Source: an optimization exercise on an open RTL-to-GDS flow (aim: small area and a short achievable clock period). Production flows keep margins and buffers that such runs may drop. Function was checked by simulation only, so behaviour that the tests miss may differ from the original. Power is estimated from default activity; no workload was simulated.

Setup of sierra:
## chess_top
module chess_top (
    input  logic         clk,
    input  logic         rstn,
    input  logic [2:0]   cursor_x,
    input  logic [2:0]   cursor_y,
    input  logic         is_pressed,
    output logic [1:0]   state,
    output logic [767:0] board_data,
    output logic [2:0]   sound_code,
    output logic         play_sound
);
Size: roughly 1900 cells after synthesis, ~270 flip-flops, about 780 I/O pins, ~19000 um^2 of cells after synthesis.
export LEC_CHECK = 0
export CAP_MARGIN = 20
export CORE_MARGIN = 2
export CORE_UTILIZATION = 40
export SETUP_SLACK_MARGIN = 4
export SLEW_MARGIN = 20
export TNS_END_PERCENT = 10
create_clock -name core_clock -period 10.0 [get_ports {clk}]
standard.sh (not shown) runs the stock make flow with config.mk's settings and CLKGATE_MAP_FILE= SYNTH_SCRIPT=/design/flow/synth_recipe.tcl, a recipe that flattens the netlist after the stock synthesis.
==> flow/flow/run.sh <==
#!/bin/bash
# Standard ORFS layout with three changes: port buffers are the smallest
# buffer, constant output ports share tie cells with their neighbours on the
# die edge, and CTS uses no dummy loads.
set -euo pipefail
R=$PWD/orfs/results/sky130hd/chess_top/base
cfg() { sed -n "s/^export $1 *= *//p" config.mk | tail -1; }
BUFS=$(cfg CTS_BUF_LIST)
[ -n "$BUFS" ] || BUFS="sky130_fd_sc_hd__clkbuf_2 sky130_fd_sc_hd__clkbuf_4 sky130_fd_sc_hd__clkbuf_8"
CTS="-sink_clustering_enable -repair_clock_nets -dont_use_dummy_load -buf_list {$BUFS}"
[ -z "$(cfg CTS_CLUSTER_SIZE)" ] || CTS="$CTS -sink_clustering_size $(cfg CTS_CLUSTER_SIZE)"
[ -z "$(cfg CTS_CLUSTER_DIAMETER)" ] || CTS="$CTS -sink_clustering_max_diameter $(cfg CTS_CLUSTER_DIAMETER)"
export CTS_ARGS="$CTS"
echo "CTS_ARGS=$CTS_ARGS" > log_cts_args.txt
export BUFFER_PORTS_ARGS="-buffer_cell sky130_fd_sc_hd__buf_1"
bash standard.sh synth > log_synth.txt 2>&1
bash standard.sh $R/3_2_place_iop.odb > log_floorplan_iop.txt 2>&1
REGROUP_ODB=$R/3_2_place_iop.odb openroad -no_init -exit flow/regroup.tcl > log_regroup.txt 2>&1
bash standard.sh > log_finish.txt 2>&1
Other scripts of this flow, unchanged in this note and not shown: flow/flow/regroup.tcl
sierra reached the final stage; the timing, design-rule and antenna checks on its layout passed.
--- input diff sierra..indigo ---
# sierra
export LEC_CHECK = 0
export CAP_MARGIN = 20
export CORE_MARGIN = 2
export CORE_UTILIZATION = 40
export SETUP_SLACK_MARGIN = 4
export SLEW_MARGIN = 20
export TNS_END_PERCENT = 10
create_clock -name core_clock -period 10.0 [get_ports {clk}]
# indigo
export LEC_CHECK = 0
export CAP_MARGIN = 20
export CORE_MARGIN = 2
export CORE_UTILIZATION = 40
export PLACE_DENSITY = 0.7
export SETUP_SLACK_MARGIN = 4.4
export SLEW_MARGIN = 20
export TNS_END_PERCENT = 10
create_clock -name core_clock -period 10.0 [get_ports {clk}]
Results
Comparing sierra and indigo, overall power after layout is higher on sierra.
Compared with sierra, in indigo routed wire length has increased; final setup slack of the worst path went up 0.30 ns; clock-cell share of area has decreased; fmax went up.
Delta (indigo minus sierra): sum of buffers and inverters on the critical path saw little to no change, worst slack on hold paths has decreased, final cell count now larger, post-route cell area picked up an extra 1.9%.
#### Input delta (willow over indigo)
# indigo
export LEC_CHECK = 0
export CAP_MARGIN = 20
export CORE_MARGIN = 2
export CORE_UTILIZATION = 40
export PLACE_DENSITY = 0.7
export SETUP_SLACK_MARGIN = 4.4
export SLEW_MARGIN = 20
export TNS_END_PERCENT = 10
create_clock -name core_clock -period 10.0 [get_ports {clk}]
# willow
export LEC_CHECK = 0
export CAP_MARGIN = 20
export CORE_MARGIN = 2
export CORE_UTILIZATION = 40
export SETUP_SLACK_MARGIN = 4.4
export SLEW_MARGIN = 20
export TNS_END_PERCENT = 10
create_clock -name core_clock -period 10.0 [get_ports {clk}]
==> results.txt <==
First-pass GRT wire length is lower on indigo. Total routing resource utilization after global routing: higher on willow. Sort indigo and willow by final routed wire length divided by cell count asc -> top: indigo. indigo tops out at a lower clock frequency than willow. Measured against each other, indigo and willow differ in number of antenna violations at the first check in global routing, the higher figure coming from willow. On routed wire length: willow sits above indigo. Between indigo and willow, the number of cells in the finished layout apart from fillers does not differ in any meaningful way. [willow vs indigo] area overhead of the layout relative to synthesis: lower in willow.

---

== job 101 ==
chess_top again, from the RTL that the note above started with.
Settings: LEC_CHECK=0, CAP_MARGIN=20, CORE_MARGIN=2, CORE_UTILIZATION=40, CTS_BUF_LIST=sky130_fd_sc_hd__clkbuf_2 sky130_fd_sc_hd__clkbuf_4, SETUP_SLACK_MARGIN=4.4, SLEW_MARGIN=20, TNS_END_PERCENT=10; clock period 10.0 ns.
Scripts as last shown in full above: flow/flow/run.sh
Other scripts of this flow, unchanged in this note and not shown: flow/flow/regroup.tcl
Changes in job 102 relative to job 101:
Settings: changing SETUP_SLACK_MARGIN from 4.4 to 4.8; removing CTS_BUF_LIST (formerly sky130_fd_sc_hd__clkbuf_2 sky130_fd_sc_hd__clkbuf_4).
==> comparison <==
Share of cell area taken by multi-input logic gates for job 102 is lower than for job 101. Diff job 102..job 101 | sequential cell area | unchanged. [compare] base=job 101 new=job 102: total via count after detailed routing saw an increase, aggregate global-route resource usage saw an increase. For job 102 and job 101, there was not a single run that failed to finish clean. Job 101 reports its critical path startpoint as sy[0]$_DFFE_PP_ while job 102 reports cursor_x[1].

---

## run A
The RTL this note starts from:
==> flow/design.v <==
package chess_pkg;
    typedef logic [2:0]   coord_t;    
    typedef logic [7:0]   square_t;   
    typedef logic [511:0] board_t;    
    typedef logic [11:0]  disp_t;     
    typedef logic [2:0]   sound_t;
    typedef logic [2:0]   click_t;
    typedef enum logic [1:0] {
        st_play      = 2'b01,
        st_black_win = 2'b10,
        st_white_win = 2'b11
    } game_state_e;
    localparam logic color_white = 1'b0;
    localparam logic color_black = 1'b1;
    localparam logic [2:0] piece_king   = 3'd1;
    localparam logic [2:0] piece_queen  = 3'd2;
    localparam logic [2:0] piece_bishop = 3'd3;
    localparam logic [2:0] piece_knight = 3'd4;
    localparam logic [2:0] piece_rook   = 3'd5;
    localparam logic [2:0] piece_pawn   = 3'd6;
    localparam sound_t snd_select   = 3'd1;
    localparam sound_t snd_deselect = 3'd2;
    localparam sound_t snd_move     = 3'd3;
    localparam sound_t snd_capture  = 3'd4;
    localparam sound_t snd_illegal  = 3'd5;
    localparam sound_t snd_gameover = 3'd7;
    localparam click_t click_none     = 3'd0;
    localparam click_t click_select   = 3'd1;
    localparam click_t click_deselect = 3'd2;
    localparam click_t click_try_move = 3'd3;
    localparam click_t click_illegal  = 3'd4;
endpackage
module chess_top (
    input  logic         clk,
    input  logic         rstn,
    input  logic [2:0]   cursor_x,
    input  logic [2:0]   cursor_y,
    input  logic         is_pressed,
    output logic [1:0]   state,
    output logic [767:0] board_data,
    output logic [2:0]   sound_code,
    output logic         play_sound
);
    logic         prev_pressed;
    logic         turn;           
    logic         has_sel;
    logic [2:0]   sx, sy;         
    logic [2:0]   skind;          
    logic [255:0] brd;            
    wire [2:0] cx = cursor_x;
    wire [2:0] cy = cursor_y;
    wire [5:0] cpos = {cy, cx};
    wire [5:0] spos = {sy, sx};
    logic [63:0] cur_oh, sel_oh, occ;
    for (genvar i = 0; i < 64; i++) begin : g_dec
        assign cur_oh[i] = (cpos == 6'(i));
        assign sel_oh[i] = has_sel && (spos == 6'(i));
        assign occ[i]    = |brd[i*4 +: 3];
    end
    wire [31:0] t_rank = brd[{cy, 5'b00000} +: 32];
    wire [3:0]  t      = t_rank[{cx, 2'b00} +: 4];
    wire       t_occ  = |t[2:0];
    wire       t_king = (t[2:0] == 3'd1);
    wire       own    = t_occ && (t[3] == turn);
    wire       on_sel = has_sel && (cpos == spos);
    wire       click  = is_pressed && !prev_pressed && !state[1];
    function automatic logic [3:0] sub3(input logic [2:0] a, input logic [2:0] b);
        sub3 = 4'd0;
        for (int i = 0; i < 8; i++)
            for (int j = 0; j < 8; j++)
                if (a == 3'(i) && b == 3'(j)) sub3 = 4'(i - j);
    endfunction
    function automatic logic [3:0] add3(input logic [2:0] a, input logic [2:0] b);
        add3 = 4'd0;
        for (int i = 0; i < 8; i++)
            for (int j = 0; j < 8; j++)
                if (a == 3'(i) && b == 3'(j)) add3 = 4'(i + j);
    endfunction
    function automatic logic [7:0] above(input logic [2:0] a);
        above = 8'd0;
        for (int i = 0; i < 8; i++)
            if (a == 3'(i)) for (int k = 0; k < 8; k++) above[k] = (i > k);
    endfunction
    function automatic logic [7:0] below(input logic [2:0] a);
        below = 8'd0;
        for (int i = 0; i < 8; i++)
            if (a == 3'(i)) for (int k = 0; k < 8; k++) below[k] = (i < k);
    endfunction
    wire [3:0] ddx = sub3(cx, sx);
    wire [3:0] ddy = sub3(cy, sy);
    wire zx  = (cx == sx);
    wire zy  = (cy == sy);
    wire ax1 = (ddx == 4'd1) || (ddx == 4'hf);
    wire ay1 = (ddy == 4'd1) || (ddy == 4'hf);
    wire ax2 = (ddx == 4'd2) || (ddx == 4'he);
    wire ay2 = (ddy == 4'd2) || (ddy == 4'he);
    wire on_d1 = (sub3(cx, cy) == sub3(sx, sy));
    wire on_d2 = (add3(cx, cy) == add3(sx, sy));
    wire straight = zx ^ zy;
    wire diagonal = (on_d1 || on_d2) && !zy;
    wire [7:0] sx_gt = above(sx), sx_lt = below(sx), sy_gt = above(sy), sy_lt = below(sy);
    wire [7:0] cx_gt = above(cx), cx_lt = below(cx), cy_gt = above(cy), cy_lt = below(cy);
    wire same_dir = sx_lt[cx] == sy_lt[cy];
    wire  [2:0] dsum  = 3'(add3(sx, sy));
    wire  [2:0] ddiff = 3'(sub3(sy, sx));
    logic [7:0] o_line, o_file, bx, by;
    always_comb begin
        for (int k = 0; k < 8; k++) begin
            logic [2:0] ly;
            ly        = zy ? sy : same_dir ? 3'(add3(ddiff, 3'(k))) : 3'(sub3(dsum, 3'(k)));
            o_line[k] = occ[{ly, 3'(k)}];
            o_file[k] = occ[{3'(k), sx}];
            bx[k]     = (sx_lt[k] && cx_gt[k]) || (cx_lt[k] && sx_gt[k]);
            by[k]     = (sy_lt[k] && cy_gt[k]) || (cy_lt[k] && sy_gt[k]);
        end
    end
    wire path_clear = zx ? !(|(o_file & by)) : !(|(o_line & bx));
    wire fwd_one = turn ? (ddy == 4'hf) : (ddy == 4'd1);
    wire fwd_two = turn ? (sy == 3'd6 && cy == 3'd4) : (sy == 3'd1 && cy == 3'd3);
    wire pawn_ok   = (zx && fwd_one && !t_occ)
                  || (zx && fwd_two && path_clear && !t_occ)
                  || (ax1 && fwd_one && t_occ);
    wire knight_ok = (ax1 && ay2) || (ax2 && ay1);
    wire king_ok   = (zx || ax1) && (zy || ay1);
    logic legal;
    always_comb begin
        case (skind)
            3'd6:    legal = pawn_ok;
            3'd4:    legal = knight_ok;
            3'd1:    legal = king_ok;
            3'd5:    legal = straight && path_clear;
            3'd3:    legal = diagonal && path_clear;
            3'd2:    legal = (straight || diagonal) && path_clear;
            default: legal = 1'b0;
        endcase
    end
    wire do_desel = click && on_sel;
    wire do_sel   = click && !on_sel && own;
    wire move     = click && !on_sel && !own && has_sel && legal;
    always_ff @(posedge clk or negedge rstn) begin
        if (!rstn) begin
            prev_pressed <= 1'b0;
            turn         <= 1'b0;
            has_sel      <= 1'b0;
            state        <= 2'b01;
            sound_code   <= 3'd0;
            play_sound   <= 1'b0;
        end else begin
            prev_pressed <= is_pressed;
            play_sound   <= click;
            if (click) begin
                if (on_sel) begin
                    has_sel    <= 1'b0;
                    sound_code <= 3'd2;
                end else if (own) begin
                    has_sel    <= 1'b1;
                    sound_code <= 3'd1;
                end else if (move) begin
                    has_sel    <= 1'b0;
                    turn       <= ~turn;
                    if (t_king) begin
                        sound_code <= 3'd7;
                        state      <= turn ? 2'b10 : 2'b11;
                    end else begin
                        sound_code <= t_occ ? 3'd4 : 3'd3;
                    end
                end else begin
                    sound_code <= 3'd5;
                end
            end
        end
    end
    always_ff @(posedge clk) begin
        if (do_sel) begin
            sx    <= cx;
            sy    <= cy;
            skind <= t[2:0];
        end
    end
    for (genvar i = 0; i < 64; i++) begin : g_sq
        localparam int X = i % 8;
        localparam int Y = i / 8;
        localparam logic [2:0] BACK = (X == 0 || X == 7) ? 3'd5 :
                                      (X == 1 || X == 6) ? 3'd4 :
                                      (X == 2 || X == 5) ? 3'd3 :
                                      (X == 3)           ? 3'd2 : 3'd1;
        localparam logic [3:0] INIT = (Y == 0) ? {1'b0, BACK} :
                                      (Y == 1) ? 4'b0110 :
                                      (Y == 6) ? 4'b1110 :
                                      (Y == 7) ? {1'b1, BACK} : 4'b0000;
        always_ff @(posedge clk or negedge rstn) begin
            if (!rstn) begin
                brd[i*4 +: 4] <= INIT;
            end else if (move && (cur_oh[i] || sel_oh[i])) begin
                brd[i*4 +: 4] <= cur_oh[i] ? {turn, skind} : 4'b0000;
            end
        end
        assign board_data[i*12 +: 12] = {2'b00, sel_oh[i], cur_oh[i] | sel_oh[i],
                                         3'b000, occ[i], brd[i*4 +: 4]};
    end
endmodule
Settings: LEC_CHECK=0, CAP_MARGIN=20, CORE_MARGIN=2, CORE_UTILIZATION=40, SETUP_SLACK_MARGIN=4.6, SLEW_MARGIN=20, TNS_END_PERCENT=10; clock period 10.0 ns.
Scripts as last shown in full above: flow/flow/run.sh
Other scripts of this flow, unchanged in this note and not shown: flow/flow/regroup.tcl
Run A: no failed stages, no open violations at the end
For run B, these inputs were changed with respect to run A:
--- a/flow/config.mk
+++ b/flow/config.mk
@@ -10,3 +10,3 @@
 export CORE_UTILIZATION = 40
-export SETUP_SLACK_MARGIN = 4.6
+export SETUP_SLACK_MARGIN = 4.5
 export SLEW_MARGIN = 20
Findings:
- Run B vs run A — shortest period the worst path allows rose 0.087 ns.
- Taking run A as the reference, in run B routed wire length shows a reduction of 1.3%; worst stage delay on the critical path shows an increase of 0.13 ns.
- Per the comparison of run B with run A, fraction of the cycle the final worst path needs went up 0.87 points; final cell count stayed essentially flat; global routing usage summed across all routing layers decreased by 1.2 points relative to the old numbers; multiplexer fraction of the synthesized cell area shows no meaningful change; multi-input combinational cell count saw little to no change.
- Worst setup slack, run A and run B: higher on run A
diff inputs: run B => run C
--- a/flow/config.mk
+++ b/flow/config.mk
@@ -10,4 +10,4 @@
 export CORE_UTILIZATION = 40
-export SETUP_SLACK_MARGIN = 4.5
+export SETUP_SLACK_MARGIN = 4.4
 export SLEW_MARGIN = 20
-export TNS_END_PERCENT = 10
+export TNS_END_PERCENT = 0
==> results.txt <==
- A end point of the critical path of board_data[392] is what run C shows, while board_data[128] belongs to run B.
- Comparing power for run C and run B, the bigger number came from run B.
- Taking run B as the reference, in run C routed length per placed instance now smaller, ratio of routed vias to standard cells saw a decrease, period utilization picked up an extra 1.7 points.
- Compared with run B, in run C global routing met1 resource utilization lost 1.6 points; post-detailed-routing wire length now sits lower; post-route worst hold slack now sits higher; initial antenna violation count now sits higher.

---

build 91:
Another version of the RTL of chess_top (not shown whole).
Size in the first run: ~270 flip-flops, roughly 19000 sq um of cells after synthesis.
==> flow/design.v (excerpt) <==
module chess_top (
    input  logic         clk,
    input  logic         rstn,
    input  logic [2:0]   cursor_x,
    input  logic [2:0]   cursor_y,
    input  logic         is_pressed,
    output logic [1:0]   state,
    output logic [767:0] board_data,
    output logic [2:0]   sound_code,
    output logic         play_sound
);
Settings: LEC_CHECK=0, CAP_MARGIN=20, CORE_MARGIN=2, CORE_UTILIZATION=40, SETUP_SLACK_MARGIN=4.6, SLEW_MARGIN=20, TNS_END_PERCENT=10; clock period 10.0 ns.
==> flow/flow/run.sh <==
#!/bin/bash
# Standard ORFS layout with three changes: port buffers are the smallest
# buffer, constant output ports share tie cells with their neighbours on the
# die edge, and CTS uses no dummy loads.
set -euo pipefail
R=$PWD/orfs/results/sky130hd/chess_top/base
export BUFFER_PORTS_ARGS="-buffer_cell sky130_fd_sc_hd__buf_1"
export CTS_ARGS="-sink_clustering_enable -repair_clock_nets -dont_use_dummy_load -buf_list {sky130_fd_sc_hd__clkbuf_2 sky130_fd_sc_hd__clkbuf_4 sky130_fd_sc_hd__clkbuf_8}"
bash standard.sh synth > log_synth.txt 2>&1
bash standard.sh $R/3_2_place_iop.odb > log_floorplan_iop.txt 2>&1
REGROUP_ODB=$R/3_2_place_iop.odb openroad -no_init -exit flow/regroup.tcl > log_regroup.txt 2>&1
bash standard.sh > log_finish.txt 2>&1
Other scripts of this flow, unchanged in this note and not shown: flow/flow/regroup.tcl
Modified inputs, build 45 compared to build 91
-- flow/flow/run.sh --
<<< build 91, line 7
>>> build 45, line 7
cfg() { sed -n "s/^export $1 *= *//p" config.mk | tail -1; }
BUFS=$(cfg CTS_BUF_LIST)
[ -n "$BUFS" ] || BUFS="sky130_fd_sc_hd__clkbuf_2 sky130_fd_sc_hd__clkbuf_4 sky130_fd_sc_hd__clkbuf_8"
CTS="-sink_clustering_enable -repair_clock_nets -dont_use_dummy_load -buf_list {$BUFS}"
[ -z "$(cfg CTS_CLUSTER_SIZE)" ] || CTS="$CTS -sink_clustering_size $(cfg CTS_CLUSTER_SIZE)"
[ -z "$(cfg CTS_CLUSTER_DIAMETER)" ] || CTS="$CTS -sink_clustering_max_diameter $(cfg CTS_CLUSTER_DIAMETER)"
export CTS_ARGS="$CTS"
echo "CTS_ARGS=$CTS_ARGS" > log_cts_args.txt
<<< build 91, line 8
export CTS_ARGS="-sink_clustering_enable -repair_clock_nets -dont_use_dummy_load -buf_list {sky130_fd_sc_hd__clkbuf_2 sky130_fd_sc_hd__clkbuf_4 sky130_fd_sc_hd__clkbuf_8}"
>>> build 45, line 16
-- flow/config.mk --
<<< build 91, line 11
export SETUP_SLACK_MARGIN = 4.6
>>> build 45, line 11
export PLACE_DENSITY = 0.8
export SETUP_SLACK_MARGIN = 4
### Flow results
- Build 45 leaves less setup margin than build 91.
- Diff build 91 -> build 45 | detailed-routed wire length on met2 | down by a little under 10%
- The higher post-synthesis to final-layout area growth of build 45 and build 91 is in build 91.
- Per the comparison of build 45 with build 91, delay of the slowest critical-path stage shows an increase of 0.30 ns, routed wire length has decreased.
- Build 45 vs. build 91: cell area fell about 6%, detailed route wirelength on metal3 rose 1.9%, wire length of the first global-routing pass fell about 5%, share of synthesized registers carrying an async set or reset about even.
- a21oi_1 as the cell at the slowest stage of the critical path was reported by build 45, and nor2_2 by build 91.
What build 18 does differently from build 45 at the input level:
-- flow/config.mk --
<<< build 45, line 10
export CORE_UTILIZATION = 40
export PLACE_DENSITY = 0.8
>>> build 18, line 10
export CORE_UTILIZATION = 55
export PLACE_DENSITY = 0.75
### Flow results
Overall die height in build 18 vs build 45: down about 14%. Status(build 18) = ERROR, stage = 3_2_place_iop. [compare] base=build 45 new=build 18: chip width decreased by about 14% relative to the old numbers; starting density of the core has increased; mean instance size in the synthesized netlist about even.
The inputs of build 70 differ from those of build 18 as listed below.
==> flow/flow/run.sh <==
#!/bin/bash
# Standard ORFS layout with three changes: port buffers are the smallest
# buffer, constant output ports share tie cells with their neighbours on the
# die edge, and CTS uses no dummy loads.
set -euo pipefail
R=$PWD/orfs/results/sky130hd/chess_top/base
export BUFFER_PORTS_ARGS="-buffer_cell sky130_fd_sc_hd__buf_1"
export CTS_ARGS="-sink_clustering_enable -repair_clock_nets -dont_use_dummy_load -buf_list {sky130_fd_sc_hd__clkbuf_2 sky130_fd_sc_hd__clkbuf_4 sky130_fd_sc_hd__clkbuf_8}"
bash standard.sh synth > log_synth.txt 2>&1
bash standard.sh $R/3_2_place_iop.odb > log_floorplan_iop.txt 2>&1
REGROUP_ODB=$R/3_2_place_iop.odb openroad -no_init -exit flow/regroup.tcl > log_regroup.txt 2>&1
bash standard.sh > log_finish.txt 2>&1
-- flow/config.mk --
<<< build 18, line 10
export CORE_UTILIZATION = 55
export PLACE_DENSITY = 0.75
>>> build 70, line 10
export CORE_UTILIZATION = 40
## What came out
- Higher number of rows in the core area among build 70 and build 18: build 70
- The flow ran to completion for all of build 70 and build 18 but build 18, which stopped partway.
- Build 70 — starting density of the core 15 points lower, build 18 as reference
- Build 70 against build 18: height of the die went up by about 17%, netlist area before placement was more or less identical, number of storage elements in the synthesis netlist was more or less identical, overall die width went up by 17%, simple-gate area share of the yosys netlist was more or less identical.
The inputs of build 68 differ from those of build 70 as listed below.
-- flow/flow/run.sh --
<<< build 70, line 7
>>> build 68, line 7
cfg() { sed -n "s/^export $1 *= *//p" config.mk | tail -1; }
BUFS=$(cfg CTS_BUF_LIST)
[ -n "$BUFS" ] || BUFS="sky130_fd_sc_hd__clkbuf_2 sky130_fd_sc_hd__clkbuf_4 sky130_fd_sc_hd__clkbuf_8"
CTS="-sink_clustering_enable -repair_clock_nets -dont_use_dummy_load -buf_list {$BUFS}"
[ -z "$(cfg CTS_CLUSTER_SIZE)" ] || CTS="$CTS -sink_clustering_size $(cfg CTS_CLUSTER_SIZE)"
[ -z "$(cfg CTS_CLUSTER_DIAMETER)" ] || CTS="$CTS -sink_clustering_max_diameter $(cfg CTS_CLUSTER_DIAMETER)"
export CTS_ARGS="$CTS"
echo "CTS_ARGS=$CTS_ARGS" > log_cts_args.txt
<<< build 70, line 8
export CTS_ARGS="-sink_clustering_enable -repair_clock_nets -dont_use_dummy_load -buf_list {sky130_fd_sc_hd__clkbuf_2 sky130_fd_sc_hd__clkbuf_4 sky130_fd_sc_hd__clkbuf_8}"
>>> build 68, line 16
-- flow/config.mk --
<<< build 70, line 11
>>> build 68, line 11
export PLACE_DENSITY = 0.45
--- outcome ---
Build 68: done, clean on timing, DRC and antenna
Build 70 reached the end of the flow, and the finished layout is clean on the timing, design-rule and antenna checks.
Looking at shortest period the worst path allows, build 68 sits 0.0057 ns higher than build 70 does.
From build 70 to build 68 the numbers moved as follows: placed wire-length estimate after detailed placement has increased; number of hold buffers added after cts has remained practically unchanged.
Diff build 70 -> build 68 | total instance count after detailed placement | up slightly
Number of enable-type register cells in the synthesized netlist: build 68 vs build 70 identical
Looking at build 68 and build 70, the number of clock sinks seen by CTS is a wash.
On worst setup slack, the lower figure sits with build 68, not build 70.
Met2 layer usage reported by global route: build 68 vs build 70 up 4.4 points
Compared with build 70, in build 68 area after synthesis barely changed; cell area climbed 0.73%.

==> separate check: timing with driven ports <==
No port has a modelled driver above. Below, the same layouts with a new extraction and two added sets of constraints. Step 1, drivers: a clkbuf_16 drives clk and a buf_2 each remaining input, both assumed. Step 2 also shifts input and output timing later by t, the mid clock arrival at the registers, as if the neighbouring blocks saw the same clock. Slacks: no drivers / after step 1 / after step 2; pairs: no drivers / after step 1.
| run | shift t [ns] | setup slack, ns | hold slack, ns | clock arrival spread, ns | worst slew at a driven data input, ns |
|---|---|---|---|---|---|
| sierra | 0.631 | 3.923 / 3.900 / 3.459 | 0.480 / 0.480 / 0.480 | 0.080 / 0.081 | 0.08 |
| indigo | 0.611 | 4.225 / 4.126 / 3.597 | 0.468 / 0.468 / 0.468 | 0.055 / 0.055 | 0.22 |
| willow | 0.619 | 4.329 / 4.216 / 3.737 | 0.491 / 0.491 / 0.491 | 0.079 / 0.079 | 0.17 |
| job 101 | 0.772 | 4.247 / 4.177 / 3.681 | 0.489 / 0.489 / 0.489 | 0.057 / 0.057 | 0.16 |
| job 102 | 0.624 | 4.455 / 4.348 / 3.818 | 0.483 / 0.483 / 0.483 | 0.059 / 0.058 | 0.18 |
| run A | 0.629 | 4.534 / 4.258 / 3.788 | 0.492 / 0.492 / 0.492 | 0.065 / 0.065 | 0.28 |
| run B | 0.627 | 4.446 / 4.331 / 3.729 | 0.467 / 0.467 / 0.467 | 0.064 / 0.063 | 0.19 |
| run C | 0.629 | 4.280 / 4.226 / 3.630 | 0.478 / 0.478 / 0.478 | 0.025 / 0.025 | 0.15 |
| build 91 | 0.623 | 4.031 / 3.890 / 3.304 | 0.476 / 0.476 / 0.476 | 0.073 / 0.073 | 0.23 |
| build 45 | 0.627 | 3.706 / 3.681 / 3.283 | 0.496 / 0.496 / 0.496 | 0.031 / 0.031 | 0.06 |
| build 70 | 0.616 | 3.870 / 3.842 / 3.351 | 0.498 / 0.498 / 0.498 | 0.058 / 0.058 | 0.06 |
| build 68 | 0.685 | 3.864 / 3.840 / 3.291 | 0.496 / 0.496 / 0.496 | 0.059 / 0.059 | 0.16 |
After both steps setup and hold are still met in every run listed. The setup slack of run A, which loses most, moves by -0.276 ns with the drivers and by -0.746 ns with both steps.
